Background: an optimization exercise with open tools, aiming at small area. Do not read the settings as production practice.
Only simulation tests tie the RTL to the original design; equivalence was not proved.
No activity file was given, so power comes from the tool's default toggle rates.

`design/flow/design.v`:
```
module sram_fsm_bit_next (
    input  logic q,
    input  logic h,
    input  logic d,
    input  logic e,
    output logic y
);
    assign y = (q & h) | (d & e);
endmodule
module sram_fsm_rd3 (
    input  logic q0,
    input  logic s0,
    input  logic q1,
    input  logic s1,
    input  logic q2,
    input  logic s2,
    output logic yn
);
    assign yn = ~((q0 & s0) | (q1 & s1) | (q2 & s2));
endmodule
module sram_fsm_nor2 (
    input  logic a,
    input  logic b,
    output logic y
);
    assign y = ~(a | b);
endmodule
module sram_fsm_nand2 (
    input  logic a,
    input  logic b,
    output logic y
);
    assign y = ~(a & b);
endmodule
module sram_fsm_strobe (
    input  logic r,
    input  logic w,
    input  logic s,
    output logic y
);
    assign y = r | (w & s);
endmodule
module sram_fsm #(
    parameter int unsigned ADDR_WIDTH = 8,
    parameter int unsigned DATA_WIDTH = 8,
    parameter int unsigned MEM_SIZE   = 1 << ADDR_WIDTH
) (
    input  logic                  clk,
    input  logic                  reset,
    input  logic                  chip_enable_n,
    input  logic                  write_enable_n,
    input  logic                  read_enable_n,
    input  logic [ADDR_WIDTH-1:0] address,
    input  logic [DATA_WIDTH-1:0] data_in,
    output logic [DATA_WIDTH-1:0] data_out
);
    localparam int unsigned NW  = MEM_SIZE;
    localparam int unsigned NG  = NW / 3;            
    localparam int unsigned NT  = NG + NW % 3;       
    logic wr, rd;
    assign wr = !chip_enable_n && !write_enable_n &&  read_enable_n;
    assign rd = !chip_enable_n &&  write_enable_n && !read_enable_n;
    logic [DATA_WIDTH-1:0] wdata;
    assign wdata = reset ? '0 : data_in;
    localparam int unsigned LW = ADDR_WIDTH / 2;
    localparam int unsigned HW = ADDR_WIDTH - LW;
    localparam int unsigned NL = 1 << LW;
    localparam int unsigned NH = 1 << HW;
    logic [LW-1:0] alo;
    logic [HW-1:0] ahi;
    assign alo = address[LW-1:0];
    assign ahi = address[ADDR_WIDTH-1:LW];
    localparam int unsigned NC = 4;                  
    logic [NL-1:0] lo_dec, lo_read_n;
    logic [NL-1:0] lo_load [NC];
    logic [NH-1:0] hi_n, hi;
    for (genvar i = 0; i < int'(NL); i++) begin : g_lo
        assign lo_dec[i] = alo == LW'(i);
        for (genvar c = 0; c < int'(NC); c++) begin : g_copy
            sram_fsm_strobe u_load (.r(reset), .w(wr), .s(lo_dec[i]), .y(lo_load[c][i]));
        end
        assign lo_read_n[i] = !(rd && alo == LW'(i));
    end
    for (genvar j = 0; j < int'(NH); j++) begin : g_hi
        assign hi[j]   = reset || ahi == HW'(j);
        assign hi_n[j] = !hi[j];
    end
    logic [DATA_WIDTH-1:0] wdata_n;
    logic [DATA_WIDTH-1:0] rowdata [NH];
    assign wdata_n = ~wdata;
    for (genvar j = 0; j < int'(NH); j++) begin : g_rowdata
        for (genvar b = 0; b < int'(DATA_WIDTH); b++) begin : g_bit
            sram_fsm_nor2 u_rd (.a(wdata_n[b]), .b(hi_n[j]), .y(rowdata[j][b]));
        end
    end
    logic [NW-1:0] hold;    
    logic [NW-1:0] rsel;    
    for (genvar w = 0; w < int'(NW); w++) begin : g_sel
        sram_fsm_nand2 u_hold (.a(lo_load[(w / NL) * NC / NH][w % NL]),   .b(hi[w / NL]),   .y(hold[w]));
        sram_fsm_nor2  u_rsel (.a(lo_read_n[w % NL]), .b(hi_n[w / NL]), .y(rsel[w]));
    end
    logic [DATA_WIDTH-1:0] q [NW];
    for (genvar w = 0; w < int'(NW); w++) begin : g_word
        logic [DATA_WIDTH-1:0] d;
        for (genvar b = 0; b < int'(DATA_WIDTH); b++) begin : g_bit
            sram_fsm_bit_next u_next (
                .q(q[w][b]), .h(hold[w]), .d(rowdata[w / NL][b]), .e(lo_load[(w / NL) * NC / NH][w % NL]), .y(d[b])
            );
        end
        always_ff @(posedge clk) q[w] <= d;
    end
    logic [DATA_WIDTH-1:0] rterm_n [NT];
    for (genvar g = 0; g < int'(NG); g++) begin : g_rgrp
        for (genvar b = 0; b < int'(DATA_WIDTH); b++) begin : g_bit
            sram_fsm_rd3 u_rd (
                .q0(q[3*g][b]),   .s0(rsel[3*g]),
                .q1(q[3*g+1][b]), .s1(rsel[3*g+1]),
                .q2(q[3*g+2][b]), .s2(rsel[3*g+2]),
                .yn(rterm_n[g][b])
            );
        end
    end
    for (genvar t = int'(NG); t < int'(NT); t++) begin : g_rrest
        assign rterm_n[t] = ~(q[3*NG + (t - NG)] & {DATA_WIDTH{rsel[3*NG + (t - NG)]}});
    end
    logic [DATA_WIDTH-1:0] rdata;
    always_comb begin
        logic [DATA_WIDTH-1:0] all_n;
        all_n = '1;
        for (int t = 0; t < int'(NT); t++) all_n = all_n & rterm_n[t];
        rdata = ~all_n;
    end
    always_ff @(posedge clk) begin
        if (reset) data_out <= '0;
        else       data_out <= rdata;
    end
endmodule
```
`design/flow/run.sh`:
```
#!/bin/bash
# synth_recipe.tcl (not shown) runs the flow's synth.tcl, then flattens the netlist and writes it again
# the make line also repeats each setting of config.mk as NAME=value (left out here)
make -C /OpenROAD-flow-scripts/flow DESIGN_CONFIG=/design/flow/config.mk WORK_HOME=/design/flow/orfs CLKGATE_MAP_FILE= SYNTH_SCRIPT=/design/flow/synth_recipe.tcl finish
```
`design/flow/config.mk`:
```
export PLATFORM = sky130hd
export DESIGN_NAME = sram_fsm
export DESIGN_NICKNAME = sram_fsm
export VERILOG_FILES = /design/flow/design.v
export SDC_FILE = /design/flow/constraint.sdc
export NUM_CORES = 4
export LEC_CHECK = 0
export CAP_MARGIN = 5
export CORE_MARGIN = 2
export CORE_UTILIZATION = 65
export CTS_BUF_LIST = sky130_fd_sc_hd__clkbuf_8
export CTS_CLUSTER_DIAMETER = 100
export CTS_CLUSTER_SIZE = 16
export GPL_TIMING_DRIVEN = 0
export PLACE_DENSITY = 0.75
export SETUP_SLACK_MARGIN = 0.3
export SLEW_MARGIN = 5
export SYNTH_HIERARCHICAL = 1
```
`design/flow/constraint.sdc`:
```
create_clock -name core_clock -period 5.0 [get_ports {clk}]
set_input_delay 1.0000 -clock core_clock [delete_from_list [all_inputs] [get_ports {clk}]]
set_output_delay 1.0000 -clock core_clock [all_outputs]
set_load 0.01 [all_outputs]
```
==> flow_results.org, run 1 <==
** Placement
- Final RePlAce weighted congestion :: 0.972
- After detailed placement, the total cell area comes to 74000 um^2.
- Post-DP HPWL :: 162000 um
- The count of buffers added on input and output ports is 28.

** Timing
- Subtracting the final worst setup slack from the clock period gives 5.18 ns.
- For the pin with the worst max-slew slack, the measured transition is 1.59 ns.
- In this run the tightest slew margin relative to its limit is -7.00%.
- Setup ws final :: -0.181 ns
- Hold WS :: 0.490 ns
- Number of max-slew violations in the final report :: 10
- Based on the critical path, the design can be clocked at up to 193 MHz.
- Setup repair after global routing could not meet its margin everywhere.
- Clock skew on the completed layout was measured at 0.0275 ns.
- The final count of hold timing violations came to 0.
- After layout, the worst path uses 104% of the clock period.
- Total Negative Setup Slacks :: -0.181 ns
- Setup violations remaining at the end of the flow were counted as 1.

** Route
- WL/cell :: 33.6 um
- For this run, the detailed router's first-pass iteration total came to 12.
- For this block, the initial DRC count from the detailed router was 11944.
- The count of nets left with antenna violations once routing finished came out at 0.
- Post-Route WL :: 252000 um
- Via count :: 61062
- DRC :: 0
- In the routed layout, each cell is associated on average with a via count of 8.12.

** CTS
- CTS saw 2056 sinks.
- Clock tree from TritonCTS :: yes
- Clock tree root buffer cell :: sky130_fd_sc_hd__clkbuf_8
- Counting the buffers created by CTS gives 146.
- Clk pin slew, worst setup/hold paths :: 0.09 ns
- CTS H-tree depth :: 4
- Worst-skew pair later-pin latency :: 0.91 ns
- The clock passes through at most 3 buffers.

** Critical path
- The slowest stage of the critical path is the sky130_fd_sc_hd__a222oi_1 cell.
- The critical path contains buffers and inverters numbering 3 combined.
- STA puts the critical path data arrival time at 5.94 ns.
- Worst R2R Path Depth :: 5
- For the worst setup path, the data required time is 5.76 ns.
- The worst register-to-register path has a setup slack of 1.50 ns.
- The worst setup path is of the in2reg kind.
- In this design, the stage delay of the slowest critical-path cell is 1.28 ns.
- The endpoint identified for the worst register-to-register timing path is data_out[5].
- Worst path cell trace :: clkdlybuf4s50_1 -> clkbuf_4 -> nand3_4 -> buf_16 -> nor2_1 -> a222oi_1 -> nand4_1 -> nor4_1 -> and4_1 -> a31oi_1
- Type of destination of the critical path :: flop
- Peak fanout along the critical path :: 10
- On the critical path the largest part of the delay comes from simple AND/OR/NAND/NOR gates.
- Startpoint Class :: input port
- R2r startpoint :: q[252][5]

** Layout
- The post-route netlist has 7.80% of its cells at a drive strength greater than 1.
- The finished cells cover 77000 um^2.
- From synthesis to final layout, the design area changed by 8.76%.
- # nets final :: 6097

** Logic synthesis
- After synthesis, the netlist uses 24 different library cells.
- Sequential element share of the synthesized area :: 58.1%
- The most used flip-flop cell after synthesis is sky130_fd_sc_hd__dfxtp_1.
- After synthesis, the mean cell area works out to 12.2 um^2.
- The synthesized netlist occupies a cell area of 70800 um^2.
- The largest total area in the synthesized netlist belongs to sky130_fd_sc_hd__dfxtp_1.
- sky130_fd_sc_hd__dfxtp_1 is the most common cell in the netlist.
- Synthesized net count :: 5848
- During synthesis, Yosys emitted a total of 13 warnings.
- In this run, synthesis inferred 0 flip-flops with an integrated enable.
- Synthesis produced 5827 cells.
- Synth cell count leaders :: sky130_fd_sc_hd__dfxtp_1 (2056), sky130_fd_sc_hd__a22o_1 (2048), sky130_fd_sc_hd__a222oi_1 (680)
- Counting flops with an async set or reset pin after synthesis yields a share of 0%.
- Area fraction of the dominant cell type after synthesis :: 58.1%
- Yosys attributes the largest share of cell area to sky130_fd_sc_hd__dfxtp_1 (58%), sky130_fd_sc_hd__a22o_1 (25%), sky130_fd_sc_hd__a222oi_1 (9.6%).
- In this run, synthesis produced a sequential element count of 2056.

** Floorplanning
- The floorplan has 121 rows.
- The initial utilization of the core area, before any placement, comes to 65.3%.
- I/O Pins :: 29
- The core region is 108000 um^2.
- The floorplan step set the die height to 334 um.
- The die covers 112000 um^2.
- Die extent in x :: 334 um

** Run status
- A clean result was blocked by capacitance limit, slew limit, setup timing.
- The run finished, with violations left.

** GRT
- Number of antenna violations at the first check in global routing :: 18
- The total overflow left after global routing is 0.
- Global routing usage summed across all routing layers :: 42.9%
- The via count of the first global-routing pass is 55948.
- Entering global routing, the biggest net connects 40 pins.
- Wire length of the first global-routing pass :: 366000 um

** Power
- Across the VDD grid, the largest voltage drop is 0.000332 V.
- Cell leakage power :: 30.1 nW
- Dividing total power by cell area gives a power density of 400 nW/um^2.

** Min path
- Worst Hold Endpoint :: q[36][2]
- Number of cells on the worst hold path :: 1
- Worst hold-check path type :: reg2reg
- The worst hold path begins at q[36][2].

** Flow run
- Number of maximum-capacitance constraint violations :: 2
## repair_timing
item,in CTS,in global routing
endpoints found under the setup margin,8,8
resized for setup,38,57
gates cloned,4,8
hold buffers,0,0
setup buffers,0,2
pin swaps,7,14
## logic make-up (layout without fill, tap and decap cells)
| logic type | after synthesis | after routing | synth area share, % |
|---|---|---|---|
| buffers and inverters | 22 | 283 | 0.120 |
| AOI/OAI and AO/OA | 2824 | 2824 | 36.0 |
| DFF | 2056 | 2056 | 58.1 |
| and+or+nand+nor | 925 | 925 | 5.81 |
| other | 0 | 18 | 0 |
## cell type report
class / instances / area [um^2]
timing repair buffer: 89 / 1410
clock inverter: 3 / 23.8
inverter: 16 / 113
multi-input combinational: 3749 / 30200
fill: 7962 / 31400
buffer: 6 / 30.0
clock buffer: 157 / 2160
tap: 1414 / 1770
antenna: 18 / 45.0
timing repair inverter: 12 / 80.1
sequential: 2056 / 41200
## through the flow
| step | power [mW] | util [%] | setup WS [ns] | std cells |
|---|---|---|---|---|
| final | 30.8 | 71.1 | -0.181 | 7520 |
| after global routing | 31.7 | 71.0 | 0.263 | 7507 |
| after CTS | 30.6 | 70.5 | 0.285 | 7476 |
| after detailed placement | 23.0 | 68.3 | -1.58 | 7312 |
| after global placement | 22.8 | 67.2 | -3.26 | 7269 |
| after floorplan | 21.8 | - | 0.707 | 5827 |
## report_power, final
group | total (mW) | leakage (nW) | internal [mW] | switching, mW
Sequential | 19.4 | 17.1 | 18.3 | 1.07
Combinational | 3.54 | 11.9 | 1.67 | 1.87
Clock | 7.95 | 1.13 | 2.82 | 5.13
Total | 30.8 | 30.1 | 22.8 | 8.07
## how the worst max path moves through the flow
stage,startpoint,end,depth (start not counted)
after floorplan,chip_enable_n,q[0][0],4
after global placement,reset,data_out[6],10
after detailed placement,reset,data_out[6],11
after CTS,reset,data_out[6],11
after global routing,address[6],data_out[3],10
final,address[2],data_out[5],10
## Yosys stat by module (local to each module, per instance)
| module | copies in the design | cells inside | area [um^2] | flops+latches |
|---|---|---|---|---|
| sram_fsm | 1 | 2395 | 43200 | 2056 |
| sram_fsm_strobe | 64 | 1 | 7.51 | 0 |
| sram_fsm_nand2 | 256 | 1 | 3.75 | 0 |
| sram_fsm_rd3 | 680 | 1 | 10.0 | 0 |
| sram_fsm_bit_next | 2048 | 1 | 8.76 | 0 |
| sram_fsm_nor2 | 384 | 1 | 3.75 | 0 |
## sequential cells by signal, summed over array words and instances (netlist names)
register	count
data_out	8
q	2048
## cell usage in the layout (no fill, tap or decap), types with 23 or more instances in the layout
| cell type | count |
|---|---|
| sky130_fd_sc_hd__a21o_2 | 65 |
| sky130_fd_sc_hd__a222oi_1 | 680 |
| sky130_fd_sc_hd__a22o_1 | 2048 |
| sky130_fd_sc_hd__buf_12 | 23 |
| sky130_fd_sc_hd__clkbuf_8 | 157 |
| sky130_fd_sc_hd__clkdlybuf4s50_1 | 25 |
| sky130_fd_sc_hd__clkinvlp_4 | 24 |
| sky130_fd_sc_hd__dfxtp_1 | 2056 |
| sky130_fd_sc_hd__nand2_1 | 266 |
| sky130_fd_sc_hd__nand4_1 | 160 |
| sky130_fd_sc_hd__nor2_1 | 296 |
| sky130_fd_sc_hd__nor2_2 | 103 |
## per-layer routing
| metal | share of wire [%] | GRT usage, % | vias to the layer above |
|---|---|---|---|
| met3 | 14 | 12.0 | 815 |
| met2 | 42 | 60.5 | 4741 |
| met4 | 5.7 | 22.2 | 16 |
| li1 | - | - | 25594 |
| met5 | 0.040 | 0 | - |
| met1 | 39 | 60.1 | 29896 |
==> inputs of run 2 (changes only) <==
--- a/design/flow/design.v
+++ b/design/flow/design.v
@@ -40,6 +40,13 @@
 );
     assign y = r | (w & s);
 endmodule
+module sram_fsm_wdata_n (
+    input  logic d,
+    input  logic r,
+    output logic y
+);
+    assign y = ~(d & ~r);
+endmodule
 module sram_fsm #(
     parameter int unsigned ADDR_WIDTH = 8,
     parameter int unsigned DATA_WIDTH = 8,
@@ -60,8 +67,6 @@
     logic wr, rd;
     assign wr = !chip_enable_n && !write_enable_n &&  read_enable_n;
     assign rd = !chip_enable_n &&  write_enable_n && !read_enable_n;
-    logic [DATA_WIDTH-1:0] wdata;
-    assign wdata = reset ? '0 : data_in;
     localparam int unsigned LW = ADDR_WIDTH / 2;
     localparam int unsigned HW = ADDR_WIDTH - LW;
     localparam int unsigned NL = 1 << LW;
@@ -71,33 +76,39 @@
     assign alo = address[LW-1:0];
     assign ahi = address[ADDR_WIDTH-1:LW];
     localparam int unsigned NC = 4;                  
-    logic [NL-1:0] lo_dec, lo_read_n;
+    logic [NL-1:0] lo_dec;
     logic [NL-1:0] lo_load [NC];
+    logic [NL-1:0] lo_read_n [NC];
     logic [NH-1:0] hi_n, hi;
     for (genvar i = 0; i < int'(NL); i++) begin : g_lo
         assign lo_dec[i] = alo == LW'(i);
         for (genvar c = 0; c < int'(NC); c++) begin : g_copy
             sram_fsm_strobe u_load (.r(reset), .w(wr), .s(lo_dec[i]), .y(lo_load[c][i]));
+            sram_fsm_nand2  u_read (.a(rd), .b(lo_dec[i]), .y(lo_read_n[c][i]));
         end
-        assign lo_read_n[i] = !(rd && alo == LW'(i));
     end
     for (genvar j = 0; j < int'(NH); j++) begin : g_hi
         assign hi[j]   = reset || ahi == HW'(j);
         assign hi_n[j] = !hi[j];
     end
-    logic [DATA_WIDTH-1:0] wdata_n;
+    localparam int unsigned ND = 2;
+    logic [DATA_WIDTH-1:0] wdata_n [ND];
     logic [DATA_WIDTH-1:0] rowdata [NH];
-    assign wdata_n = ~wdata;
+    for (genvar c = 0; c < int'(ND); c++) begin : g_wdata
+        for (genvar b = 0; b < int'(DATA_WIDTH); b++) begin : g_bit
+            sram_fsm_wdata_n u_wd (.d(data_in[b]), .r(reset), .y(wdata_n[c][b]));
+        end
+    end
     for (genvar j = 0; j < int'(NH); j++) begin : g_rowdata
         for (genvar b = 0; b < int'(DATA_WIDTH); b++) begin : g_bit
-            sram_fsm_nor2 u_rd (.a(wdata_n[b]), .b(hi_n[j]), .y(rowdata[j][b]));
+            sram_fsm_nor2 u_rd (.a(wdata_n[j * ND / NH][b]), .b(hi_n[j]), .y(rowdata[j][b]));
         end
     end
     logic [NW-1:0] hold;    
     logic [NW-1:0] rsel;    
     for (genvar w = 0; w < int'(NW); w++) begin : g_sel
         sram_fsm_nand2 u_hold (.a(lo_load[(w / NL) * NC / NH][w % NL]),   .b(hi[w / NL]),   .y(hold[w]));
-        sram_fsm_nor2  u_rsel (.a(lo_read_n[w % NL]), .b(hi_n[w / NL]), .y(rsel[w]));
+        sram_fsm_nor2  u_rsel (.a(lo_read_n[(w / NL) * NC / NH][w % NL]), .b(hi_n[w / NL]), .y(rsel[w]));
     end
     logic [DATA_WIDTH-1:0] q [NW];
     for (genvar w = 0; w < int'(NW); w++) begin : g_word
@@ -123,15 +134,26 @@
     for (genvar t = int'(NG); t < int'(NT); t++) begin : g_rrest
         assign rterm_n[t] = ~(q[3*NG + (t - NG)] & {DATA_WIDTH{rsel[3*NG + (t - NG)]}});
     end
-    logic [DATA_WIDTH-1:0] rdata;
+    localparam int unsigned NT0 = NT / 2;
+    logic [DATA_WIDTH-1:0] rdata0, rdata1;
     always_comb begin
-        logic [DATA_WIDTH-1:0] all_n;
-        all_n = '1;
-        for (int t = 0; t < int'(NT); t++) all_n = all_n & rterm_n[t];
-        rdata = ~all_n;
+        logic [DATA_WIDTH-1:0] all0_n, all1_n;
+        all0_n = '1;
+        all1_n = '1;
+        for (int t = 0; t < int'(NT0); t++)        all0_n = all0_n & rterm_n[t];
+        for (int t = int'(NT0); t < int'(NT); t++) all1_n = all1_n & rterm_n[t];
+        rdata0 = ~all0_n;
+        rdata1 = ~all1_n;
     end
+    logic [DATA_WIDTH-1:0] dout0, dout1;
     always_ff @(posedge clk) begin
-        if (reset) data_out <= '0;
-        else       data_out <= rdata;
+        if (reset) begin
+            dout0 <= '0;
+            dout1 <= '0;
+        end else begin
+            dout0 <= rdata0;
+            dout1 <= rdata1;
+        end
     end
+    assign data_out = dout0 | dout1;
 endmodule
==> design/flow/config.mk (replaced) <==
export PLATFORM = sky130hd
export DESIGN_NAME = sram_fsm
export DESIGN_NICKNAME = sram_fsm
export VERILOG_FILES = /design/flow/design.v
export SDC_FILE = /design/flow/constraint.sdc
export NUM_CORES = 4
export LEC_CHECK = 0
export CAP_MARGIN = 20
export CORE_MARGIN = 2
export CORE_UTILIZATION = 55
export CTS_BUF_LIST = sky130_fd_sc_hd__clkbuf_8
export CTS_CLUSTER_DIAMETER = 100
export CTS_CLUSTER_SIZE = 14
export GPL_TIMING_DRIVEN = 0
export PLACE_DENSITY = 0.68
export SETUP_SLACK_MARGIN = 0.3
export SLEW_MARGIN = 20
export SYNTH_HIERARCHICAL = 1
==> flow_results.org, run 2 <==
** Run status
- Result of the run :: timing/DRC/antenna clean

** Route
- Number of iterations in the first detailed-routing pass :: 13
- DRC :: 0
- After the first detailed-routing iteration, the DRC count stood at 11657.
- WL/cell :: 32.1 um
- After detailed routing, the met3 layer carries 31100 um of wire.
- Post-Route WL :: 254000 um
- Across all layers, the routed design uses 60458 vias.
- Using the TritonRoute via totals, the vias-per-cell ratio works out to 7.65.
- Routed Antenna Nets :: 0
- Routed metal-1 wirelength :: 105000 um
- Top metal layer carrying routed signals :: met5
- Summed over all nets, wire length on met2 after detailed routing comes to 107000 um.

** Critical path
- For the worst setup path, the data required time is 5.70 ns.
- Data arrival time of the critical path :: 5.53 ns
- Peak fanout along the critical path :: 72
- Startpoint Class :: input port
- The worst setup path is captured at a flop.
- Worst Path Class, Setup :: in2reg

** CTS
- Clock tree from TritonCTS :: yes
- No sink is reached through more buffers than the 3 on the longest clock path.
- Clock tree synthesis inserted a total of 165 buffers.
- The clock reaches the later pin of the worst-skew pair after 0.96 ns.
- Clk pin slew, worst setup/hold paths :: 0.08 ns
- For this design, the sink count on the clock tree is 2064.
- Setup Fix Bufs, Post-CTS :: 0
- For this design, the CTS-stage hold fixing added 0 buffers.
- CTS H-tree depth :: 4
- The root buffer cell chosen for the clock tree is sky130_fd_sc_hd__clkbuf_8.

** Layout
- Register with the highest flop count :: q
- The register with the most flip-flops in the layout has 2048 of them.
- Total area of sequential cells :: 41300 um^2
- Layout area overhead :: 9.09%
- The filler cells instantiated in the layout total 10603.
- # nets final :: 6173
- Summing all multi-input logic gate instances after layout gives 30400 um^2.
- Biggest regs :: q x2048, dout0 x8, dout1 x8
- The library cell used most frequently in the layout, excluding fill and tap cells, is sky130_fd_sc_hd__dfxtp_1.
- Ratio of cells with drive above 1 in the final layout :: 7.99%
- The top cell types in the final layout, fill and taps aside, are sky130_fd_sc_hd__dfxtp_1 (2064), sky130_fd_sc_hd__a22o_1 (2048), sky130_fd_sc_hd__a222oi_1 (680).

** Logic synthesis
- Summing the areas of all and, or, nand and nor instances in the mapped netlist gives 6.03% of the synthesized area.
- In the post-synthesis netlist, the cell with the most instances is sky130_fd_sc_hd__dfxtp_1.
- Sequential elements use 58.0% of the synthesized area.
- The synthesized netlist devotes 35.9% of its cell area to compound gates.
- Counting flops and latches in the post-synthesis netlist gives 2064.
- Synth Instances :: 5898
- Counting every net in the synthesized netlist gives 5919.
- Of the total synthesized cell area, the portion taken by full adders, half adders and majority gates is 0%.
- Mapped Area :: 71200 um^2
- Summed over all instances, the cell type with the most area after synthesis is sky130_fd_sc_hd__dfxtp_1.
- The Yosys step of the flow raised 15 warnings.
- Ys flop type :: sky130_fd_sc_hd__dfxtp_1
- Measured against the total synthesized area, the mux share comes to 0%.
- Async S/R FF share, synth :: 0%
- Count of flip-flops with a built-in enable after synthesis :: 0
- After Yosys synthesis, XOR and XNOR cells account for 0% of the synthesized area.
- By count the netlist is led by sky130_fd_sc_hd__dfxtp_1 (2064), sky130_fd_sc_hd__a22o_1 (2048), sky130_fd_sc_hd__a222oi_1 (680).
- Post-synthesis average cell area :: 12.1 um^2
- The share of synthesized area in the top cell type comes to 58.0%.
- After synthesis, the largest family of logic cells by area is compound AO/OA/AOI/OAI gates.
- In this run, distinct cell masters in the synthesized netlist total 26.
- Yosys attributes the largest share of cell area to sky130_fd_sc_hd__dfxtp_1 (58%), sky130_fd_sc_hd__a22o_1 (25%), sky130_fd_sc_hd__a222oi_1 (9.6%).

** Floorplanning
- The floorplan has 132 rows.
- For this configuration, the core starts out at a cell density of 55.2%.
- The core region is 129000 um^2.
- I/O Pins :: 29
- The die is 364 um tall.
- The die is 364 um wide.
- The die covers 132000 um^2.

** GRT
- The via count of the first global-routing pass is 55358.
- After global routing the overflow that remains totals 0.
- Wire length of the first global-routing pass :: 369000 um
- Entering global routing, the biggest net connects 73 pins.
- Number of antenna violations at the first check in global routing :: 14
- Global routing usage summed across all routing layers :: 36.6%

** Timing
- Minimum clock period :: 4.83 ns
- The total count of max-transition violations in the final report was 0.
- Final setup violating endpoints :: 0
- Final setup skew :: 0.0467 ns
- Headroom to the max-slew limit came out at 13.0%.
- Setup repair after global routing could not meet its margin everywhere.
- For the pin with the worst max-slew slack, the measured transition is 1.31 ns.
- Hold WS :: 0.489 ns
- After routing, the total negative slack on setup checks comes to 0 ns.
- Ratio of final minimum period to clock period :: 96.6%
- The final count of hold timing violations came to 0.
- Based on the critical path, the design can be clocked at up to 207 MHz.

** Min path
- The tightest min-delay check is of the reg2reg type.

** Placement
- # port buffers :: 28
- Detailed placement ended at an HPWL of 164000 um.
- Final RePlAce weighted congestion :: 0.935

** Flow run
- Number of maximum-capacitance constraint violations :: 0

** Power
- Dividing total power by cell area gives a power density of 403 nW/um^2.
- Power after layout :: 31.3 mW
- For this design the static power due to leakage is 30.1 nW.
- IR analysis of the VDD net gives a maximum drop of 0.000291 V.
[run 2: cell types whose count changed after synthesis, sizes merged, moves of 4 or more]
cell    previous run  this run
nand2            278       330
nand2b            12        20
nor4              41        25
nor2             399       403
nor3               7        22
and4               8         0
or2                0         8
nand3             12         8
dfxtp           2056      2064
a41oi              0         8
[run 2: area by class of cell]
type	count	area share [%]
antenna	4	0.0129
clock inverter	4	0.0403
timing repair inverter	2	0.0193
sequential	2064	53.2
buffer	4	0.0225
inverter	16	0.111
clock buffer	171	3.03
timing repair buffer	85	1.67
multi-input combinational	3814	39.1
tap	1742	2.80
[run 2: per-layer routing]
layer / vias to the layer above / track usage, %
met5: - / 0
met3: 595 / 10.3
li1: 25772 / -
met4: 26 / 14.8
met2: 3924 / 51.5
met1: 30141 / 52.7
[run 2: kinds of logic after synthesis]
logic type,count (synthesis)
compound gates,2832
buf+inv,20
flops,2064
simple gates,982
[run 2: power by group]
group | switching (mW) | internal, mW | total (mW)
Clock | 5.30 | 3.06 | 8.36
Combinational | 1.83 | 1.68 | 3.51
Sequential | 1.07 | 18.3 | 19.4
[run 2: modules after synthesis (local to each module, per instance)]
module | times used | cells inside
sram_fsm_strobe | 64 | 1
sram_fsm_nor2 | 384 | 1
sram_fsm_wdata_n | 16 | 1
sram_fsm_nand2 | 320 | 1
sram_fsm_bit_next | 2048 | 1
sram_fsm | 1 | 2386
sram_fsm_rd3 | 680 | 1
[run 2: what timing repair did]
item                       CTS  global route
gates resized for setup      1            17
cloned                       0             2
setup endpoints to repair    3            15
[run 2: path summary, 6_finish.rpt]
check / cells after the start / start / endpoint / slack (ns)
worst max-delay path: 10 / reset / dout0[2] / 0.17
worst min-delay path: 1 / q[235][7] / q[235][7] / 0.49
worst max register to register: 4 / q[32][2] / dout0[2] / 2.01
worst min register to register: 1 / q[235][7] / q[235][7] / 0.49
[run 2: worst max-delay path, cell delays in order]
cell,delay (ns)
sky130_fd_sc_hd__buf_4,0.19
sky130_fd_sc_hd__buf_16,0.23
sky130_fd_sc_hd__clkbuf_1,0.37
sky130_fd_sc_hd__a21o_2,0.50
sky130_fd_sc_hd__clkinvlp_4,0.47
sky130_fd_sc_hd__nor2_1,0.25
sky130_fd_sc_hd__a222oi_1,0.74
sky130_fd_sc_hd__nand4_1,0.40
sky130_fd_sc_hd__nor4_2,0.91
sky130_fd_sc_hd__a31oi_1,0.38
[run 2: through the flow]
stage	utilization [%]	std cells	setup WS [ns]	cell area [um^2]
detailed placement	58.3	7725	-0.769	75200
floorplan	-	5898	-0.896	71200
global route	60.2	7903	0.233	77700
CTS	60.2	7900	0.303	77600
finish	60.2	7906	0.170	77700
global placement	57.1	7668	-7.27	73700
==> inputs of run 3 (changes only) <==
--- a/design/flow/config.mk
+++ b/design/flow/config.mk
@@ -7,12 +7,12 @@
 export LEC_CHECK = 0
 export CAP_MARGIN = 20
 export CORE_MARGIN = 2
-export CORE_UTILIZATION = 55
+export CORE_UTILIZATION = 45
 export CTS_BUF_LIST = sky130_fd_sc_hd__clkbuf_8
 export CTS_CLUSTER_DIAMETER = 100
-export CTS_CLUSTER_SIZE = 14
+export CTS_CLUSTER_SIZE = 12
 export GPL_TIMING_DRIVEN = 0
-export PLACE_DENSITY = 0.68
+export PLACE_DENSITY = 0.6
 export SETUP_SLACK_MARGIN = 0.3
 export SLEW_MARGIN = 20
 export SYNTH_HIERARCHICAL = 1
==> flow_results.org, run 3 <==
** GRT
- Wire length of the first global-routing pass :: 385000 um
- Number of antenna violations at the first check in global routing :: 10
- Global routing usage summed across all routing layers :: 31.3%
- GR Overflow Total :: 0
- The via count of the first global-routing pass came to 56816.
- Entering global routing, the biggest net connects 66 pins.

** Layout
- From synthesis to final layout, the design area changed by 11.0%.
- Final-layout fill cell count :: 14125
- Register with the highest flop count :: q
- Final standard cell count with taps included and fillers excluded :: 8297
- The library cell used most frequently in the layout, excluding fill and tap cells, is sky130_fd_sc_hd__dfxtp_1.
- Cells with a size suffix above 1 make up 8.82% of the layout.
- Biggest regs :: q x2048, dout0 x8, dout1 x8
- Flip-flop count of the largest register after layout :: 2048
- The top cell types in the final layout, fill and taps aside, are sky130_fd_sc_hd__dfxtp_1 (2064), sky130_fd_sc_hd__a22o_1 (2048), sky130_fd_sc_hd__a222oi_1 (680).
- Cells fill 50.1% of the core in the end.
- After the last flow step, the layout net total stands at 6224.

** Critical path
- Broken down by cell family, the worst path's largest delay share belongs to simple AND/OR/NAND/NOR gates.
- Worst Path Class, Setup :: in2reg
- Path length in cells of the critical path :: 13
- Peak fanout along the critical path :: 12
- By instance count, the cell type seen most on the critical path is sky130_fd_sc_hd__buf_4.
- Data arrival time of the critical path :: 5.58 ns
- Cell with the largest stage delay on the worst path :: sky130_fd_sc_hd__nor4_2
- The critical path contains buffers and inverters numbering 6 combined.
- The number of cells on the worst reg-to-reg path is 4.
- STA puts the critical path data required time at 5.76 ns.
- End of the worst register-to-register path :: dout0[5]
- Startpoint Class :: input port
- R2r startpoint :: q[24][5]
- The worst setup path is captured at a flop.
- Worst path cell trace :: clkdlybuf4s50_1 -> nor3b_2 -> buf_4 -> buf_4 -> buf_4 -> buf_6 -> buf_4 -> nand2_1 -> nor2_1 -> a222oi_1 -> nand4_1 -> nor4_2 -> a31oi_1
- In this design, the stage delay of the slowest critical-path cell is 0.87 ns.
- Setup slack on the worst reg-to-reg path comes out at 2.19 ns.

** Power
- Highest ir drop seen on vdd :: 0.000302 V
- Power density normalized to cell area :: 405 nW/um^2
- Cell leakage power :: 30.5 nW

** Placement
- The congestion estimate from routability-driven global placement came to 0.896.
- # port buffers :: 28
- The wire-length estimate of the detail-placed layout is 173000 um.
- Before CTS, the worst setup slack after placement is -0.964 ns.
- Counting tap cells, the placed design contains a total of 8082 instances.

** Logic synthesis
- The synthesized design spends more area on one cell type than any other, namely sky130_fd_sc_hd__dfxtp_1.
- Synthesized-area fraction occupied by and/or/nand/nor cells :: 6.03%
- Async S/R FF share, synth :: 0%
- Sequential element share of the synthesized area :: 58.0%
- Post-synthesis average cell area :: 12.1 um^2
- In this run the biggest area consumer among cell types represents 58.0% of the synthesized area.
- After synthesis, the share of cell area in mux cells is 0%.
- By instance count, the leading cell after synthesis is sky130_fd_sc_hd__dfxtp_1.
- For this run, the leading register cell type out of synthesis is sky130_fd_sc_hd__dfxtp_1.
- The synthesized design contains 2064 register bits.
- Post-synthesis compound-gate area fraction :: 35.9%
- Synth Instances :: 5898
- Ranked by instance count, the synthesized netlist is headed by sky130_fd_sc_hd__dfxtp_1 (2064), sky130_fd_sc_hd__a22o_1 (2048), sky130_fd_sc_hd__a222oi_1 (680).
- Ranked by total cell area, the synthesized netlist is headed by sky130_fd_sc_hd__dfxtp_1 (58%), sky130_fd_sc_hd__a22o_1 (25%), sky130_fd_sc_hd__a222oi_1 (9.6%).
- By area, the combinational part of the netlist is dominated by compound AO/OA/AOI/OAI gates.
- During synthesis, Yosys emitted a total of 15 warnings.
- Mapped Area :: 71200 um^2
- Counting every net in the synthesized netlist gives 5919.
- Synthesis instantiated 26 different standard cells from the library.
- Share of synthesized cell area in full adder, half adder and majority cells :: 0%
- Fraction of synthesized cell area in xor and xnor cells :: 0%
- In this run, synthesis inferred 0 flip-flops with an integrated enable.

** Route
- In the routed layout, each cell is associated on average with a via count of 7.24.
- Number of iterations in the first detailed-routing pass :: 13
- Via count :: 60083
- The final layout contains routed wiring with a total length of 266000 um.
- The count of nets left with antenna violations once routing finished came out at 0.
- First-iteration detailed-routing DRC count :: 9438
- DRC :: 0
- In the final routed layout, each cell accounts on average for 32.1 um.

** Timing
- Setup repair after global routing missed its margin :: no
- Hold is met by 0.488 ns.
- Count of endpoints failing hold in the final timing report :: 0
- Final setup skew :: 0.0428 ns
- Worst Tran Pin Value :: 1.28 ns
- For the finished layout, the period the worst path requires is 4.82 ns.
- Number of max-slew violations in the final report :: 0
- In the finished design, the share of the clock period the worst path needs comes to 96.5%.
- The worst pin sits at a relative slew slack of 14.3%.
- Setup slack on the critical path of the routed design comes to 0.176 ns.
- Final setup violating endpoints :: 0
- Timing would allow up to 207 MHz.

** Min path
- Along the worst hold path, the cell count comes to 1.
- For hold timing, the worst endpoint is q[69][3].
- In this run the worst hold path is classified as reg2reg.
- The startpoint identified for the worst hold timing path is q[69][3].

** CTS
- Counting every sink on the clock net gives 2064.
- The later pin in the worst-skew pair is clocked with a latency of 0.98 ns.
- Clk pin slew, worst setup/hold paths :: 0.08 ns
- No sink is reached through more buffers than the 3 on the longest clock path.
- Number of buffers created by CTS :: 189
- Clock tree root buffer cell :: sky130_fd_sc_hd__clkbuf_8
- CTS H-tree depth :: 4
- TritonCTS built the clock tree.

** Floorplanning
- The die covers 161000 um^2.
- Initial standard-cell utilization of the core :: 45.1%
- Y dimension of the die :: 402 um
- I/O Pins :: 29
- Row generation in the floorplan step produced 146 rows.
- The core region is 158000 um^2.
- Die extent in x :: 402 um

** Run status
- The run finished with no timing, DRC or antenna violations.

** Flow run
- Across the run, the number of max-cap violations was 0.
run 3: cell types whose count changed in the layout (fill, tap and decap cells not counted), moves of 3 or more:
cell / change
sky130_fd_sc_hd__clkbuf_8: +24
sky130_fd_sc_hd__buf_16: +16
sky130_fd_sc_hd__diode_2: +7
sky130_fd_sc_hd__nor2_1: -5
sky130_fd_sc_hd__buf_6: +4
sky130_fd_sc_hd__nor2_2: +4
sky130_fd_sc_hd__buf_4: +3
sky130_fd_sc_hd__clkinvlp_4: +3
sky130_fd_sc_hd__nor4_1: +3
run 3: final cells by class:
| class | instances | area, um^2 | share of cell area [%] |
|---|---|---|---|
| multi-input combinational | 3814 | 30400 | 38.5 |
| timing repair buffer | 112 | 1860 | 2.35 |
| antenna | 11 | 27.5 | 0.0348 |
| buffer | 4 | 17.5 | 0.0222 |
| tap | 2072 | 2590 | 3.28 |
| clock buffer | 195 | 2680 | 3.40 |
| sequential | 2064 | 41300 | 52.3 |
| timing repair inverter | 2 | 15.0 | 0.0190 |
| clock inverter | 7 | 52.6 | 0.0665 |
| inverter | 16 | 82.6 | 0.104 |
run 3: worst max path at each step:
stage	start	endpoint	slack [ns]
CTS	reset	dout0[5]	0.28
detailed placement	reset	dout0[5]	-0.96
global placement	chip_enable_n	dout1[0]	-7.99
global route	reset	dout0[5]	0.31
floorplan	chip_enable_n	dout1[0]	-0.90
finish	write_enable_n	dout0[5]	0.18
run 3: modules after synthesis, one instance, submodules excluded:
module,cells,flip-flops and latches
sram_fsm_strobe,1,0
sram_fsm_bit_next,1,0
sram_fsm_rd3,1,0
sram_fsm_wdata_n,1,0
sram_fsm_nor2,1,0
sram_fsm_nand2,1,0
sram_fsm,2386,2064
run 3: repair_timing:
item	in CTS	in global routing
hold buffers	0	0
gates resized for setup	8	6
gates cloned	1	1
buffers inserted	0	0
endpoints found under the setup margin	9	5
pin swaps	0	0
run 3: cells by family (layout without fill, tap and decap cells):
family / after synthesis / in the layout
compound gates: 2832 / 2832
buf+inv: 20 / 336
flops: 2064 / 2064
other cells: 0 / 11
simple gates: 982 / 982
run 3: per-layer routing:
layer / vias up / track usage (%) / wire length [um]
met1: 30150 / 43.3 / 112000
met4: 4 / 16.0 / 14300
met2: 3355 / 45.7 / 114000
met3: 661 / 6.99 / 26100
li1: 25913 / - / -
met5: - / 0 / 23
run 3: per-stage QoR:
step / TNS [ns] / total power, mW / cell area (um^2)
after CTS: 0 / 32.0 / 79000
after floorplan: -13.96 / 21.9 / 71200
after global routing: 0 / 33.1 / 79000
after detailed placement: -11.76 / 23.2 / 76200
after global placement: -5067.33 / 22.9 / 74100
final: 0 / 32.0 / 79000
run 3: power by group:
group / total (mW) / switching (mW) / leakage [nW] / internal (mW)
sequential: 19.4 / 1.06 / 17.1 / 18.3
combinational: 3.59 / 1.87 / 12.0 / 1.72
clock: 9.00 / 5.54 / 1.40 / 3.47
==> inputs of run 4 (changes only) <==
==> design/flow/config.mk (replaced) <==
export PLATFORM = sky130hd
export DESIGN_NAME = sram_fsm
export DESIGN_NICKNAME = sram_fsm
export VERILOG_FILES = /design/flow/design.v
export SDC_FILE = /design/flow/constraint.sdc
export NUM_CORES = 4
export LEC_CHECK = 0
export CAP_MARGIN = 20
export CORE_MARGIN = 2
export CORE_UTILIZATION = 60
export CTS_BUF_LIST = sky130_fd_sc_hd__clkbuf_8
export CTS_CLUSTER_DIAMETER = 100
export CTS_CLUSTER_SIZE = 14
export GPL_TIMING_DRIVEN = 0
export PLACE_DENSITY = 0.74
export SETUP_SLACK_MARGIN = 0.35
export SLEW_MARGIN = 20
export SYNTH_HIERARCHICAL = 1
==> flow_results.org, run 4 <==
** Logic synthesis
- Each instance of the synthesized netlist takes up on average 12.1 um^2.
- In the synthesized netlist the async set-or-reset flop fraction comes to 0%.
- Mux cell area share after synthesis :: 0%
- Summed over all instances, the cell type with the most area after synthesis is sky130_fd_sc_hd__dfxtp_1.
- Synth cell count leaders :: sky130_fd_sc_hd__dfxtp_1 (2064), sky130_fd_sc_hd__a22o_1 (2048), sky130_fd_sc_hd__a222oi_1 (680)
- Fraction of synthesized cell area in xor and xnor cells :: 0%
- In this run, synthesis inferred 0 flip-flops with an integrated enable.
- Largest cells by area after synthesis :: sky130_fd_sc_hd__dfxtp_1 (58%), sky130_fd_sc_hd__a22o_1 (25%), sky130_fd_sc_hd__a222oi_1 (9.6%)
- Summing every instance area after synthesis gives 71200 um^2.
- Post-synthesis compound-gate area fraction :: 35.9%
- Sequential element share of the synthesized area :: 58.0%
- By area, the combinational part of the netlist is dominated by compound AO/OA/AOI/OAI gates.
- In this run, distinct cell masters in the synthesized netlist total 26.
- Area fraction of the dominant cell type after synthesis :: 58.0%
- Summing the areas of all fa, ha and maj instances in the mapped netlist gives 0% of the synthesized area.
- Synthesized-area fraction occupied by and/or/nand/nor cells :: 6.03%
- During synthesis, Yosys emitted a total of 15 warnings.
- In this run, synthesis produced a sequential element count of 2064.
- The number of nets in the synthesized netlist is 5919.
- Ys flop type :: sky130_fd_sc_hd__dfxtp_1
- Synthesis produced 5898 cells.
- Most common cell in the netlist :: sky130_fd_sc_hd__dfxtp_1

** Layout
- Final design area excluding fillers :: 77300 um^2
- # nets final :: 6165
- Relative to the synthesized area, the layout overhead comes to 8.49%.
- The post-route netlist has 7.72% of its cells at a drive strength greater than 1.
- Leaving out fill and tap cells, the most frequent cell in the layout is sky130_fd_sc_hd__dfxtp_1.
- Register with the highest flop count :: q
- Highest-count cells in the layout ignoring fill and taps :: sky130_fd_sc_hd__dfxtp_1 (2064), sky130_fd_sc_hd__a22o_1 (2048), sky130_fd_sc_hd__a222oi_1 (680)
- Flip-flop count of the largest register after layout :: 2048
- The largest registers in the layout are q x2048, dout0 x8, dout1 x8.

** CTS
- Clock tree from TritonCTS :: yes
- The later pin in the worst-skew pair is clocked with a latency of 0.96 ns.
- Buffers added to address setup during post-CTS repair amount to 0.
- The clock tree synthesis step divided the H-tree into 4 levels.
- Number of buffers created by CTS :: 165
- Clock tree root buffer cell :: sky130_fd_sc_hd__clkbuf_8
- Clock-pin slew was measured on the worst setup and hold paths at 0.09 ns.
- Number of clock sinks :: 2064
- The clock passes through at most 3 buffers.

** Critical path
- The cell that appears most often on the critical path is sky130_fd_sc_hd__buf_4.
- In this run the worst path has a maximum fanout of 13.
- Worst Path Class, Setup :: in2reg
- At the worst endpoint, the arrival time is 5.47 ns.
- Stage delay of the slowest cell on the critical path :: 0.90 ns
- The critical path goes through clkdlybuf4s50_1 -> nor3b_2 -> buf_4 -> buf_4 -> buf_4 -> buf_6 -> buf_4 -> nand2_1 -> nor2_1 -> a222oi_1 -> nand4_1 -> nor4_2 -> a31oi_1.
- The worst setup path is captured at a flop.
- STA puts the critical path data required time at 5.71 ns.
- On the critical path, the stage with the largest delay is an instance of sky130_fd_sc_hd__nor4_2.
- Startpoint Class :: input port

** Floorplanning
- For this design the top-level I/O count stands at 29.
- Row generation in the floorplan step produced 126 rows.
- Initial standard-cell utilization of the core :: 60.4%
- Total Die Area :: 121000 um^2
- Area of the placeable core :: 118000 um^2
- Die extent in x :: 349 um
- The die is 349 um tall.

** Timing
- Count of endpoints failing hold in the final timing report :: 0
- Setup repair after global routing missed its margin :: no
- Counting I/O delays and the setup requirement, the final critical path takes 4.76 ns.
- In this run the tightest slew margin relative to its limit is 17.9%.
- Total Negative Setup Slacks :: 0 ns
- Setup violations remaining at the end of the flow were counted as 0.
- Final setup skew :: 0.0437 ns
- Dividing the final minimum period by the clock period gives 95.2%.
- Across all setup checks in the final design, the least slack found is 0.238 ns.
- Hold WS :: 0.490 ns
- Number of max-slew violations in the final report :: 0
- Derived from the worst setup path, the maximum achievable clock frequency is 210 MHz.
- Worst Tran Pin Value :: 1.23 ns

** Route
- For this block, the routed nets add up to 250000 um of wire.
- The detail route stage leaves a number of antenna-violating nets equal to 0.
- Via count :: 60896
- Vias per cell :: 7.91
- First-iteration detailed-routing DRC count :: 11682
- Number of iterations in the first detailed-routing pass :: 15
- After detailed routing, the number of remaining DRC violations is 0.
- Dividing the detail-routed wire length by the instance count gives 32.4 um.

** Placement
- OpenSTA, run right after detailed placement, puts the worst setup slack at -1.07 ns.
- At the end of routability-driven placement, the weighted congestion stood at 0.930.
- Port buffering added 28 buffers.
- Summing all placed instances gives a cell area of 74700 um^2.
- The HPWL after detailed placement is 159000 um.

** GRT
- The via count of the first global-routing pass is 56959.
- Largest net degree at the start of global routing :: 72
- Number of antenna violations at the first check in global routing :: 11
- Summed over all layers, the global routing overflow is 0.
- Global routing used 39.2% of the available tracks.
- Wire length of the first global-routing pass :: 366000 um

** Power
- Power spread over the standard cell area amounts to 406 nW/um^2.
- Cell leakage power :: 30.0 nW
- Power after layout :: 31.3 mW
- The worst-case IR drop observed on VDD is 0.000315 V.

** Run status
- The flow ran to the end and the layout has no timing, DRC or antenna violations.

** Min path
- Worst hold-check path type :: reg2reg

** Flow run
- The tool flagged a number of max-cap violations equal to 0.
run 4: cell types whose count changed in the layout (fill, tap and decap cells not counted), moves of 6 or more:
cell                         before  now
sky130_fd_sc_hd__buf_16          33   15
sky130_fd_sc_hd__clkbuf_8       195  177
sky130_fd_sc_hd__clkinvlp_4      15    8
sky130_fd_sc_hd__nor2_1         266  272
run 4: report_power, final:
part / total, mW / internal, mW / switching (mW)
clock: 8.43 / 3.15 / 5.28
sequential: 19.4 / 18.3 / 1.07
combinational: 3.50 / 1.67 / 1.84
total: 31.3 / 23.2 / 8.19
run 4: metal layers:
metal | GRT usage (%) | vias up | wire length, um
li1 | - | 25752 | -
met1 | 54.1 | 30125 | 97600
met2 | 57.3 | 4265 | 107000
met3 | 9.08 | 740 | 31200
met4 | 20.0 | 14 | 14200
met5 | 0 | - | 85
run 4: area by class of cell:
type,count,area (um^2)
fillers,9179,40600
clock inverters,1,8.76
repair buffers,77,1120
repair inverters,2,15.0
multi-input cells,3814,30300
clock buffers,177,2440
diodes,6,15.0
plain buffers,4,17.5
inverters,16,82.6
flip-flops and latches,2064,41300
well taps,1536,1920
run 4: kinds of logic (layout without fill, tap and decap cells):
kind of cell    Yosys count  after routing
buf+inv                  20            277
compound gates         2832           2832
flops                  2064           2064
simple gates            982            982
other cells               0              6
run 4: path summary, 6_finish.rpt:
path	startpoint	endpoint	slack [ns]	cells past startpoint
worst max register to register	q[57][1]	dout0[1]	2.18	4
worst min-delay path	q[18][2]	q[18][2]	0.49	1
worst min register to register	q[18][2]	q[18][2]	0.49	1
worst max-delay path	write_enable_n	dout0[1]	0.24	13
run 4: worst max-delay path, delay by kind of cell:
kind,cells,cell delay [ns]
and+or+nand+nor,5,2.04
AOI/OAI and AO/OA,2,0.99
buffers and inverters,6,1.43
run 4: timing repair:
item                       in CTS  in global routing
gates cloned                    0                  2
resized for setup               6                  8
hold buffers                    0                  0
pin swaps                       0                  0
setup endpoints to repair       4                  6
run 4: per-module statistics from Yosys (local to each module, per instance):
| module | copies in the design | area [um^2] | flops+latches |
|---|---|---|---|
| sram_fsm | 1 | 43300 | 2064 |
| sram_fsm_wdata_n | 16 | 6.26 | 0 |
| sram_fsm_nor2 | 384 | 3.75 | 0 |
| sram_fsm_rd3 | 680 | 10.0 | 0 |
| sram_fsm_strobe | 64 | 7.51 | 0 |
| sram_fsm_bit_next | 2048 | 8.76 | 0 |
| sram_fsm_nand2 | 320 | 3.75 | 0 |
run 4: stage by stage:
| step | instances | utilization (%) |
|---|---|---|
| after floorplan | 5898 | - |
| after global placement | 7462 | 62.3 |
| after detailed placement | 7511 | 63.4 |
| after CTS | 7689 | 65.5 |
| after global routing | 7693 | 65.5 |
| final | 7697 | 65.5 |
==> inputs of run 5 (changes only) <==
==> design/flow/flow/run.sh (new file) <==
#!/bin/bash
# The standard layout, except that the port buffers are buf_2 cells instead of the
# slow delay-buffer cells buffer_ports picks by itself. Every port still gets a buffer.
set -euo pipefail
export BUFFER_PORTS_ARGS="-buffer_cell sky130_fd_sc_hd__buf_2"
bash standard.sh synth > synth.log 2>&1
bash standard.sh finish > layout.log 2>&1
==> design/flow/standard.sh (new file) <==
#!/bin/bash
# synth_recipe.tcl (not shown) runs the flow's synth.tcl, then flattens the netlist and writes it again
# the make line also repeats each setting of config.mk as NAME=value (left out here)
make -C /OpenROAD-flow-scripts/flow DESIGN_CONFIG=/design/flow/config.mk WORK_HOME=/design/flow/orfs CLKGATE_MAP_FILE= SYNTH_SCRIPT=/design/flow/synth_recipe.tcl "${@:-finish}"
--- a/design/flow/config.mk
+++ b/design/flow/config.mk
@@ -7,12 +7,12 @@
 export LEC_CHECK = 0
 export CAP_MARGIN = 20
 export CORE_MARGIN = 2
-export CORE_UTILIZATION = 60
+export CORE_UTILIZATION = 50
 export CTS_BUF_LIST = sky130_fd_sc_hd__clkbuf_8
 export CTS_CLUSTER_DIAMETER = 100
 export CTS_CLUSTER_SIZE = 14
 export GPL_TIMING_DRIVEN = 0
-export PLACE_DENSITY = 0.74
-export SETUP_SLACK_MARGIN = 0.35
+export PLACE_DENSITY = 0.65
+export SETUP_SLACK_MARGIN = 0.3
 export SLEW_MARGIN = 20
 export SYNTH_HIERARCHICAL = 1
removed: design/flow/run.sh
==> flow_results.org, run 5 <==
** Logic synthesis
- Counting every instance in the synthesized netlist gives 5898.
- Library cell with the largest summed area after synthesis :: sky130_fd_sc_hd__dfxtp_1
- Share of synthesized cell area in full adder, half adder and majority cells :: 0%
- Count of flip-flops with a built-in enable after synthesis :: 0
- Post-synthesis average cell area :: 12.1 um^2
- The synthesized netlist devotes 0% of its cell area to XOR and XNOR gates.
- Summed over its instances, the top area cell type makes up 58.0% of the synthesized netlist area.
- Synthesized net count :: 5919
- Mux cell area share after synthesis :: 0%
- Unique masters post-synth :: 26
- After synthesis, the largest family of logic cells by area is compound AO/OA/AOI/OAI gates.
- Most common cell in the netlist :: sky130_fd_sc_hd__dfxtp_1
- Of the total synthesized cell area, the portion taken by AND, OR, NAND and NOR gates is 6.03%.
- Summing the areas of all compound-gate instances in the mapped netlist gives 35.9% of the synthesized area.
- For this run, the register share of the synthesized area comes to 58.0%.
- After synthesis the cells add up to 71200 um^2.
- Yosys printed 15 warnings.
- By count the netlist is led by sky130_fd_sc_hd__dfxtp_1 (2064), sky130_fd_sc_hd__a22o_1 (2048), sky130_fd_sc_hd__a222oi_1 (680).
- By area the synthesized netlist is led by sky130_fd_sc_hd__dfxtp_1 (58%), sky130_fd_sc_hd__a22o_1 (25%), sky130_fd_sc_hd__a222oi_1 (9.6%).
- Counting flops with an async set or reset pin after synthesis yields a share of 0%.
- The most used flip-flop cell after synthesis is sky130_fd_sc_hd__dfxtp_1.
- Counting flops and latches in the post-synthesis netlist gives 2064.

** Timing
- Highest clock rate :: 212 MHz
- Setup repair after global routing left no endpoint under its margin.
- Count of endpoints failing hold in the final timing report :: 0
- Setup ws final :: 0.293 ns
- After layout, the worst path uses 94.1% of the clock period.
- Final setup violating endpoints :: 0
- Subtracting the final worst setup slack from the clock period gives 4.71 ns.
- The total count of max-transition violations in the final report is 0.
- Final setup skew :: 0.0354 ns
- Total Negative Setup Slacks :: 0 ns
- Worst slew margin relative to its limit :: 19.5%
- For the pin with the worst max-slew slack, the measured transition is 1.21 ns.

** CTS
- Bufs on Longest Clock Path :: 3
- Number of clock sinks :: 2064
- In this run, post-CTS hold repair placed 0 buffers.
- Setup Fix Bufs, Post-CTS :: 0
- Number of buffers created by CTS :: 165
- Clock tree from TritonCTS :: yes
- Worst-skew pair later-pin latency :: 0.94 ns
- Clock tree root buffer cell :: sky130_fd_sc_hd__clkbuf_8
- CTS built an H-tree with a depth of 4.
- After clock tree synthesis, the clock-pin slew on the worst setup and hold paths is 0.09 ns.

** Layout
- The register with the most flip-flops in the layout has 2048 of them.
- Register with the highest flop count :: q
- The largest registers in the layout are q x2048, dout0 x8, dout1 x8.
- Most common library cell in the layout ignoring fill and taps :: sky130_fd_sc_hd__dfxtp_1
- Final standard cell count with taps included and fillers excluded :: 8074
- For this run, the post-layout net count is 6190.
- Measured on the finished design, the core utilization comes to 55.1%.
- Highest-count cells in the layout ignoring fill and taps :: sky130_fd_sc_hd__dfxtp_1 (2064), sky130_fd_sc_hd__a22o_1 (2048), sky130_fd_sc_hd__a222oi_1 (680)
- Ratio of cells with drive above 1 in the final layout :: 8.66%
- Layout area overhead :: 9.48%

** GRT
- For this run, the total global-route usage over all layers was measured as 33.6%.
- The number of antenna violations at the first check in global routing is 14.
- Wire length of the first global-routing pass :: 375000 um
- Largest net degree at the start of global routing :: 62
- Via count of the first global-routing pass :: 56267
- GR Overflow Total :: 0

** Critical path
- Cell with the largest stage delay on the worst path :: sky130_fd_sc_hd__a21o_1
- Startpoint Class :: input port
- Worst path cell trace :: buf_4 -> buf_16 -> clkbuf_1 -> a21o_1 -> clkinvlp_4 -> nor2_1 -> a222oi_1 -> nand4_1 -> nor4_2 -> a31oi_1
- Stage delay of the slowest cell on the critical path :: 0.82 ns
- The number of buffers and inverters on the critical path is 4.
- Path length in cells of the critical path :: 10
- Kind of cell with the highest combined delay on the critical path :: buffers and inverters
- Data arrival time of the critical path :: 5.50 ns
- For the worst setup path, the data required time is 5.79 ns.
- Worst R2R Path Depth :: 4
- Type of destination of the critical path :: flop
- Peak fanout along the critical path :: 61
- Worst Path Class, Setup :: in2reg

** Min path
- The worst hold path belongs to the class reg2reg.
- Along the worst hold path, the cell count comes to 1.

** Placement
- Setup Slack @ Placement :: -0.925 ns
- Summed over all nets, the half-perimeter wirelength after detailed placement is 168000 um.
- Including well taps, the total number of placed cells is 7890.
- # port buffers :: 28
- Routability-driven placement finished with a final weighted congestion of 0.916.

** Power
- Summing internal, switching and leakage power gives 31.3 mW.
- In this run the power density over the cells is 402 nW/um^2.
- Highest ir drop seen on vdd :: 0.000232 V
- Cell leakage power :: 30.2 nW

** Route
- Vias per cell :: 7.47
- In the final routed layout, each cell accounts on average for 32.0 um.
- For this block, the routed nets add up to 258000 um of wire.
- Via count :: 60298
- Before antenna repair, the detailed router went through 13 iterations.
- DRC :: 0
- After the first detailed-routing iteration, the DRC count stood at 9988.
- The detail route stage leaves a number of antenna-violating nets equal to 0.

** Flow run
- Number of maximum-capacitance constraint violations :: 0

** Floorplanning
- I/O Pins :: 29
- Total Die Area :: 146000 um^2
- The total area inside the core boundary comes to 141000 um^2.
- In this run the horizontal extent of the chip is 381 um.
- The die is 381 um tall.
- Cell row count :: 138
- The initial utilization of the core area, before any placement, comes to 50.4%.

** Run status
- The run finished with no timing, DRC or antenna violations.
-- run 5: path summary, 6_finish.rpt --
kind,startpoint,endpoint,slack (ns)
setup / recovery,reset,dout0[2],0.29
hold / removal,q[193][7],q[193][7],0.49
setup reg to reg,q[30][5],dout0[5],2.31
hold reg to reg,q[193][7],q[193][7],0.49
-- run 5: cell families (layout without fill, tap and decap cells) --
logic type,Yosys count,count (layout)
compound gates,2832,2832
other cells,0,7
flops,2064,2064
simple gates,982,982
buf+inv,20,299
-- run 5: area by class of cell --
class / count / area, um^2
tap: 1890 / 2360
multi-input combinational: 3814 / 30400
timing repair buffer: 102 / 1400
sequential: 2064 / 41300
inverter: 16 / 78.8
clock buffer: 171 / 2350
clock inverter: 4 / 31.3
buffer: 4 / 17.5
antenna: 7 / 17.5
timing repair inverter: 2 / 15.0
fill: 12100 / 63400
-- run 5: layer usage --
layer | global-route usage (%) | part of all wire (%) | up-vias
met3 | 8.05 | 11 | 666
met5 | 0 | 0.028 | -
met4 | 15.8 | 5.2 | 12
met1 | 45.9 | 40 | 30106
met2 | 49.9 | 44 | 3702
li1 | - | - | 25812
-- run 5: metrics by stage --
stage                     area (um^2)  hold WS, ns
after floorplan                 71200        0.455
final                           78000        0.490
after detailed placement        75500        0.470
after CTS                       77900        0.492
after global routing            78000        0.499
after global placement          73700        0.465
-- run 5: what timing repair did --
item                                    in CTS  in global routing
endpoints found under the setup margin       7                 11
pin swaps                                    0                  0
resized for setup                            5                  5
hold endpoints to repair                     0                  0
cloned                                       0                  2
-- run 5: where the power goes --
| part | internal [mW] | total [mW] | switching (mW) |
|---|---|---|---|
| registers | 18.4 | 19.4 | 1.07 |
| logic | 1.68 | 3.52 | 1.84 |
| clock network | 3.06 | 8.40 | 5.34 |
| total | 23.1 | 31.3 | 8.25 |
-- run 5: per-module statistics from Yosys, one instance, submodules excluded --
module	cells	cell area, um^2
sram_fsm	2386	43300
sram_fsm_rd3	1	10.0
sram_fsm_bit_next	1	8.76
sram_fsm_strobe	1	7.51
sram_fsm_wdata_n	1	6.26
sram_fsm_nand2	1	3.75
sram_fsm_nor2	1	3.75
==> inputs of run 6 (changes only) <==
--- a/design/flow/config.mk
+++ b/design/flow/config.mk
@@ -7,12 +7,12 @@
 export LEC_CHECK = 0
 export CAP_MARGIN = 20
 export CORE_MARGIN = 2
-export CORE_UTILIZATION = 50
+export CORE_UTILIZATION = 58
 export CTS_BUF_LIST = sky130_fd_sc_hd__clkbuf_8
 export CTS_CLUSTER_DIAMETER = 100
 export CTS_CLUSTER_SIZE = 14
 export GPL_TIMING_DRIVEN = 0
-export PLACE_DENSITY = 0.65
+export PLACE_DENSITY = 0.72
 export SETUP_SLACK_MARGIN = 0.3
 export SLEW_MARGIN = 20
 export SYNTH_HIERARCHICAL = 1
==> flow_results.org, run 6 <==
** Logic synthesis
- Mapped Area :: 71200 um^2
- Counting flops and latches in the post-synthesis netlist gives 2064.
- Unique masters post-synth :: 26
- Area fraction of the dominant cell type after synthesis :: 58.0%
- Of all flip-flops after synthesis, the portion carrying an async set or reset was 0%.
- Synthesis produced a netlist with a net count of 5919.
- The portion of synthesized area spent on multiplexers is 0%.
- Synthesized-area fraction occupied by and/or/nand/nor cells :: 6.03%
- Counting flops with a built-in enable in the synthesized netlist gives 0.
- A synthesized cell averages 12.1 um^2.
- Post-synthesis compound-gate area fraction :: 35.9%
- Largest cells by area after synthesis :: sky130_fd_sc_hd__dfxtp_1 (58%), sky130_fd_sc_hd__a22o_1 (25%), sky130_fd_sc_hd__a222oi_1 (9.6%)
- Synth cell count leaders :: sky130_fd_sc_hd__dfxtp_1 (2064), sky130_fd_sc_hd__a22o_1 (2048), sky130_fd_sc_hd__a222oi_1 (680)
- Combinational family with the most area after synthesis :: compound AO/OA/AOI/OAI gates
- Ys flop type :: sky130_fd_sc_hd__dfxtp_1
- Share of synthesized cell area in full adder, half adder and majority cells :: 0%
- After technology mapping, the gate count stands at 5898.
- Sequential element share of the synthesized area :: 58.0%
- Most common cell in the netlist :: sky130_fd_sc_hd__dfxtp_1
- sky130_fd_sc_hd__dfxtp_1 takes more of the synthesized area than any other cell.
- Total of warnings raised by yosys :: 15
- Fraction of synthesized cell area in xor and xnor cells :: 0%

** Critical path
- Required time worst endpoint :: 5.73 ns
- Critical Path End :: dout0[1]
- Kind of cell with the highest combined delay on the critical path :: buffers and inverters
- Tracing the worst setup path back leads to its startpoint at reset.
- Data arrival time of the critical path :: 5.47 ns
- Worst R2R Path Depth :: 4
- Worst path cell trace :: buf_4 -> buf_16 -> buf_2 -> a21o_1 -> inv_1 -> nor2_1 -> a222oi_1 -> nand4_1 -> nor4_1 -> a31oi_1
- The largest single stage delay on the critical path is 0.87 ns.
- The worst setup path is launched from an input port.
- In this run the worst path has a maximum fanout of 72.
- End of the worst register-to-register path :: dout0[5]
- Cell with the largest stage delay on the worst path :: sky130_fd_sc_hd__inv_1
- The critical path crosses 10 cells after its start point.
- R2r startpoint :: q[30][5]
- Setup slack of the worst register-to-register path :: 2.13 ns
- Type of destination of the critical path :: flop
- Counting both buffers and inverters, the worst setup path holds a total of 4.
- The critical path is of the in2reg type.

** Floorplanning
- 29 I/O pins were placed.
- In this run the horizontal extent of the chip is 354 um.
- Cell row count :: 128
- Once the floorplan was initialized, standard cells occupied 58.4% of the core.
- From bottom edge to top edge, the die measures 354 um.
- Area of the placeable core :: 122000 um^2
- The floorplan step defined a die boundary enclosing 126000 um^2.

** Timing
- For the pin with the worst max-slew slack, the measured transition is 1.28 ns.
- Ratio of final minimum period to clock period :: 94.7%
- The total count of max-transition violations in the final report is 0.
- Counting I/O delays and the setup requirement, the final critical path takes 4.74 ns.
- In this run the tightest slew margin relative to its limit is 14.9%.
- Setup repair after global routing missed its margin :: no
- Across all hold checks on the routed design, the worst slack comes to 0.491 ns.
- Total Negative Setup Slacks :: 0 ns
- Final setup violating endpoints :: 0
- The final count of hold timing violations is 0.
- Based on the critical path, the design can be clocked at up to 211 MHz.
- For the final database, setup skew stands at 0.0417 ns.

** Placement
- Summing all placed instances gives a cell area of 74700 um^2.
- In this run the tool buffered the top-level ports with 28 buffer cells.
- After legalization and detailed placement, the total HPWL measured 160000 um.
- Final RePlAce weighted congestion :: 0.945
- Counting tap cells, the placed design contains a total of 7603 instances.

** CTS
- Bufs on Longest Clock Path :: 3
- Cts-stage hold buffer count :: 0
- After clock tree synthesis, the clock-pin slew on the worst setup and hold paths is 0.08 ns.
- Number of clock sinks :: 2064
- TritonCTS built the clock tree.
- Clock tree root buffer cell :: sky130_fd_sc_hd__clkbuf_8
- At the later pin of the worst-skew pair, clock insertion delay measures 0.94 ns.
- CTS H-tree depth :: 4
- Counting the buffers created by CTS gives 165.

** Route
- Summed over all nets, wire length on met2 after detailed routing comes to 106000 um.
- For this block, wires on met1 add up to 99200 um.
- Using the TritonRoute via totals, the vias-per-cell ratio works out to 7.78.
- For this run, the detailed router's first-pass iteration total came to 15.
- Summing over every cut layer, the via total after detailed routing is 60591.
- After detailed routing, the number of remaining DRC violations is 0.
- In the final routed layout, each cell accounts on average for 31.9 um.
- Routed Antenna Nets :: 0
- After detailed routing, the met3 layer carries 28900 um of wire.
- Post-Route WL :: 249000 um
- Signal routing reaches up to met5.
- For this block, the initial DRC count from the detailed router was 11935.

** Power
- For this design the static power due to leakage is 30.0 nW.
- Power density normalized to cell area :: 405 nW/um^2
- Highest ir drop seen on vdd :: 0.000331 V
- Power after layout :: 31.3 mW

** Flow run
- Across the run, the number of max-cap violations was 0.

** Min path
- The min-delay analysis places its worst path in the category reg2reg.

** Layout
- From synthesis to final layout, the design area changed by 8.40%.
- The register with the most flip-flops in the layout has 2048 of them.
- # nets final :: 6167
- Total area of sequential cells :: 41300 um^2
- Once layout is done, the placed cells without fillers occupy 77200 um^2.
- Combined area of the multi-input logic cells :: 30300 um^2
- Most common library cell in the layout ignoring fill and taps :: sky130_fd_sc_hd__dfxtp_1
- After the flow finishes, the layout carries non-filler instances totaling 7791.
- Register with the highest flop count :: q
- Of the cells placed in the final design, the portion with a size suffix greater than 1 is 8.23%.
- The library cells used most frequently in the layout, excluding fill and tap cells, are sky130_fd_sc_hd__dfxtp_1 (2064), sky130_fd_sc_hd__a22o_1 (2048), sky130_fd_sc_hd__a222oi_1 (680).
- Biggest regs :: q x2048, dout0 x8, dout1 x8
- The filler cells instantiated in the layout total 9692.

** Run status
- Result of the run :: timing/DRC/antenna clean

** GRT
- The first global-routing pass estimated 366000 um of wire.
- GR Overflow Total :: 0
- Entering global routing, the biggest net connects 73 pins.
- Global routing usage summed across all routing layers :: 37.7%
- The via count of the first global-routing pass is 56537.
- Number of antenna violations at the first check in global routing :: 19
run 6: cell count changes in the layout (fill, tap and decap cells not counted), moves of 4 or more:
cell,before,now
sky130_fd_sc_hd__nand2b_1,15,19
sky130_fd_sc_hd__nor2_2,136,132
sky130_fd_sc_hd__buf_12,19,7
sky130_fd_sc_hd__nand2b_2,5,1
sky130_fd_sc_hd__nor2_1,267,271
sky130_fd_sc_hd__buf_16,18,13
run 6: routing by layer:
metal  global-route usage, %  vias up
met5                       0        -
met4                    19.2       24
met3                    9.22      748
met2                    54.8     4050
met1                    52.2    29979
li1                        -    25790
run 6: cell families after synthesis:
family	count (synthesis)
AOI/OAI and AO/OA	2832
DFF	2064
and+or+nand+nor	982
buffers and inverters	20
run 6: power breakdown:
part / leakage (nW) / internal (mW) / switching [mW] / total [mW]
registers: 17.1 / 18.3 / 1.06 / 19.4
clock network: 1.24 / 3.06 / 5.32 / 8.38
logic: 11.6 / 1.65 / 1.82 / 3.46
run 6: how the worst min path moves through the flow:
stage	start	endpoint	slack, ns	depth (start not counted)
floorplan	q[0][0]	q[0][0]	0.46	1
global placement	q[84][3]	q[84][3]	0.46	1
detailed placement	q[78][4]	q[78][4]	0.47	1
CTS	q[26][2]	q[26][2]	0.49	1
global route	q[239][6]	q[239][6]	0.50	1
finish	q[209][4]	q[209][4]	0.49	1
run 6: metrics by stage:
stage | util (%) | setup WS (ns)
floorplan | - | -0.896
global placement | 60.2 | -7.05
detailed placement | 61.3 | -0.993
CTS | 63.3 | 0.335
global route | 63.3 | 0.434
finish | 63.4 | 0.263
run 6: final cells by class:
| type | count | share of cell area [%] |
|---|---|---|
| Clock buffer | 170 | 3.03 |
| Timing Repair inverter | 1 | 0.00972 |
| Tap cell | 1625 | 2.63 |
| Buffer | 4 | 0.0227 |
| Antenna cell | 6 | 0.0194 |
| Sequential cell | 2064 | 53.5 |
| Clock inverter | 11 | 0.113 |
| Multi-Input combinational cell | 3814 | 39.3 |
| Timing Repair Buffer | 80 | 1.26 |
| Inverter | 16 | 0.102 |
run 6: timing repair:
action                                  4_1_cts  5_1_grt
endpoints found under the setup margin        4       10
buffers inserted                              0        0
cloned                                        0        1
resized for setup                             3        7
run 6: modules after synthesis (local to each module, per instance):
| module | area (um^2) | cells |
|---|---|---|
| sram_fsm_nand2 | 3.75 | 1 |
| sram_fsm_strobe | 7.51 | 1 |
| sram_fsm_wdata_n | 6.26 | 1 |
| sram_fsm_nor2 | 3.75 | 1 |
| sram_fsm | 43300 | 2386 |
| sram_fsm_bit_next | 8.76 | 1 |
| sram_fsm_rd3 | 10.0 | 1 |

Setup slack of run 6, layout unchanged: 0.263 ns with ideal ports, 0.252 ns with driving cells assumed (clock clkbuf_16, inputs buf_2), -0.758 ns with port delays also shifted by the 1.010 ns mid clock arrival.
